This is an optimization exercise on Yosys and OpenROAD, whose aim is small area, a short achievable clock period and few clock cycles per item, not a production implementation.
The RTL was checked by simulation tests, not by an equivalence proof against the original design.
Power is estimated from default activity; no workload was simulated.

Setup of v6:
Design colourTop, start of the top module:
module colourTop (
	input logic CLOCK_50_I,
	input logic resetn,
	input logic [3:0] paddr,
	input logic psel,
	input logic penable,
	input logic pwrite,
	input logic [31:0] pwdata,
	output logic [31:0] prdata,
	output logic pready,
	output logic pslverr,
	output logic memRdEn,
	output colourPkg::addr_t memRdAddr,
	input colourPkg::word_t memRdData,
	output logic memWrEn,
	output colourPkg::addr_t memWrAddr,
	output colourPkg::word_t memWrData
);
==> flow/config.mk <==
export PLATFORM = sky130hd
export DESIGN_NAME = colourTop
export DESIGN_NICKNAME = colourTop
export VERILOG_FILES = /design/flow/design.v
export SDC_FILE = /design/flow/constraint.sdc
export NUM_CORES = 4
export LEC_CHECK = 0
export CAP_MARGIN = 20
export CORE_MARGIN = 2
export CORE_UTILIZATION = 40
export CTS_BUF_LIST = sky130_fd_sc_hd__clkbuf_8
export CTS_CLUSTER_SIZE = 25
export PLACE_DENSITY = 0.6
export SETUP_SLACK_MARGIN = 4.8
export SLEW_MARGIN = 20
==> flow/constraint.sdc <==
create_clock -name core_clock -period 9.0 [get_ports {CLOCK_50_I}]
set_input_delay 1.8000 -clock core_clock [delete_from_list [all_inputs] [get_ports {CLOCK_50_I}]]
set_output_delay 1.8000 -clock core_clock [all_outputs]
set_load 0.01 [all_outputs]
run.sh (not shown) runs the stock make flow with config.mk's settings and CLKGATE_MAP_FILE= SYNTH_SCRIPT=/design/flow/synth_recipe.tcl, a recipe that flattens the netlist after the stock synthesis.
v6 has completed all stages; timing, DRC and antenna checks passed.
Testbench counts of v6, summed over its fixed seeds: cycles 921,712, frames 8.
--- input diff v6..v7 ---
- CTS_CLUSTER_SIZE: 25 -> 28
- CTS_BUF_LIST: sky130_fd_sc_hd__clkbuf_8 -> unset
- CTS_CLUSTER_DIAMETER: unset -> 80
Notes after the runs:
- From v6 to v7 the numbers moved as follows: via count down 274, setup slack of the critical path after layout down 0.013 ns, worst-case headroom to the max-slew limit up 0.44 points.
- Compared to v6, the router laid down less metal wire for v7.

---

colourTop, a different RTL version from the one above (not shown whole).
Size in the first run: ~480 flip-flops, ~150 I/O pins.
Settings: LEC_CHECK=0, CAP_MARGIN=20, CORE_MARGIN=2, CORE_UTILIZATION=40, CTS_CLUSTER_DIAMETER=85, CTS_CLUSTER_SIZE=32, PLACE_DENSITY=0.6, SETUP_SLACK_MARGIN=5.0, SLEW_MARGIN=20; clock period 9.0 ns.
standard.sh (not shown) runs the stock make flow with config.mk's settings and CLKGATE_MAP_FILE= SYNTH_SCRIPT=/design/flow/synth_recipe.tcl, a recipe that flattens the netlist after the stock synthesis.
==> flow/flow/run.sh <==
#!/bin/bash
set -e
bash standard.sh finish SETUP_SLACK_MARGIN=5.6 > standard.log 2>&1
The first run produced a clean layout.
Testbench counts at the start, summed over its fixed seeds: cycles 921,728, frames 8.
Edit:
==> flow/flow/run.sh (replaced) <==
#!/bin/bash
set -e
bash standard.sh finish SETUP_SLACK_MARGIN=5.9 "BUFFER_PORTS_ARGS=-buffer_cell sky130_fd_sc_hd__buf_4" > standard.log 2>&1
CTS_CLUSTER_DIAMETER = 80   (was 85)
CTS_CLUSTER_SIZE = 28   (was 32)
After rerunning: The changed run went through all stages and came out clean. First-iteration DRC count rises by 3.4%. Routed wire length rises by 3.3%. Combinational power rises by 11%.

---

Starting RTL as in the previous note.
==> flow/config.mk <==
export PLATFORM = sky130hd
export DESIGN_NAME = colourTop
export DESIGN_NICKNAME = colourTop
export VERILOG_FILES = /design/flow/design.v
export SDC_FILE = /design/flow/constraint.sdc
export NUM_CORES = 4
export LEC_CHECK = 0
export CAP_MARGIN = 20
export CORE_MARGIN = 2
export CORE_UTILIZATION = 40
export CTS_CLUSTER_DIAMETER = 80
export CTS_CLUSTER_SIZE = 28
export PLACE_DENSITY = 0.6
export SETUP_SLACK_MARGIN = 5.0
export SLEW_MARGIN = 20
==> flow/constraint.sdc <==
create_clock -name core_clock -period 9.0 [get_ports {CLOCK_50_I}]
set_input_delay 1.8000 -clock core_clock [delete_from_list [all_inputs] [get_ports {CLOCK_50_I}]]
set_output_delay 1.8000 -clock core_clock [all_outputs]
set_load 0.01 [all_outputs]
==> flow/flow/run.sh <==
#!/bin/bash
set -e
bash standard.sh finish SETUP_SLACK_MARGIN=5.6 > standard.log 2>&1
The first run completed with no timing, DRC or antenna violations.
Testbench counts at the start, summed over its fixed seeds: cycles 921,728, frames 8.
Change:
==> flow/flow/run.sh (replaced) <==
#!/bin/bash
set -e
bash standard.sh finish SETUP_SLACK_MARGIN=5.8 "BUFFER_PORTS_ARGS=-buffer_cell sky130_fd_sc_hd__buf_4" > standard.log 2>&1
Settings changed: CTS_CLUSTER_DIAMETER 80 to 85, CTS_CLUSTER_SIZE 28 to 32.
Result: The changed run finished with timing, DRC and antenna clean; die area is unchanged; maximum frequency went up by about 6%; flip-flop and latch count stays the same; wire length went up by about 1.5%; total power went up by 4.1%.

[port drivers added, routing unchanged]
No port has a modelled driver above. Below, the same layouts with a new extraction and two added sets of constraints.
Step 1 (the two cells are an assumption about what drives the block):
set clk [get_ports {CLOCK_50_I}]
set_driving_cell -lib_cell sky130_fd_sc_hd__clkbuf_16 $clk
set_driving_cell -lib_cell sky130_fd_sc_hd__buf_2 [delete_from_list [all_inputs] $clk]
Step 2 adds t to the input delays and takes it off the output delays; t is the mean of the earliest and latest rising clock arrival at the registers after step 1. Input paths then give back, and output paths get back, about the clock's delay inside the block.
Slacks: ideal ports / drivers / drivers and shift; pairs: ideal ports / drivers.
| run | shift t [ns] | setup WS [ns] | worst hold slack (ns) | slew at the worst register clock pin (ns) | pins driven straight from the clock port |
|---|---|---|---|---|---|
| v6 | 0.686 | 4.972 / 4.972 / 4.926 | 0.413 / 0.413 / 0.413 | 0.07 / 0.07 | 1 |
| v7 | 0.654 | 4.960 / 4.960 / 4.933 | 0.423 / 0.423 / 0.423 | 0.10 / 0.10 | 1 |
| the first run of note 2 | 0.643 | 5.656 / 5.595 / 5.209 | 0.336 / 0.336 / 0.336 | 0.12 / 0.12 | 1 |
| the second run of note 2 | 0.655 | 5.819 / 5.819 / 5.471 | 0.337 / 0.337 / 0.337 | 0.10 / 0.10 | 1 |
| the first run of note 3 | 0.664 | 5.644 / 5.589 / 5.217 | 0.336 / 0.336 / 0.336 | 0.11 / 0.11 | 1 |
| the second run of note 3 | 0.658 | 5.830 / 5.830 / 5.477 | 0.326 / 0.326 / 0.326 | 0.11 / 0.11 | 1 |
After both steps setup and hold are still met in every run listed. For the first run of note 2, which loses most, drivers alone change the setup slack by -0.061 ns; drivers and shift together by -0.447 ns.
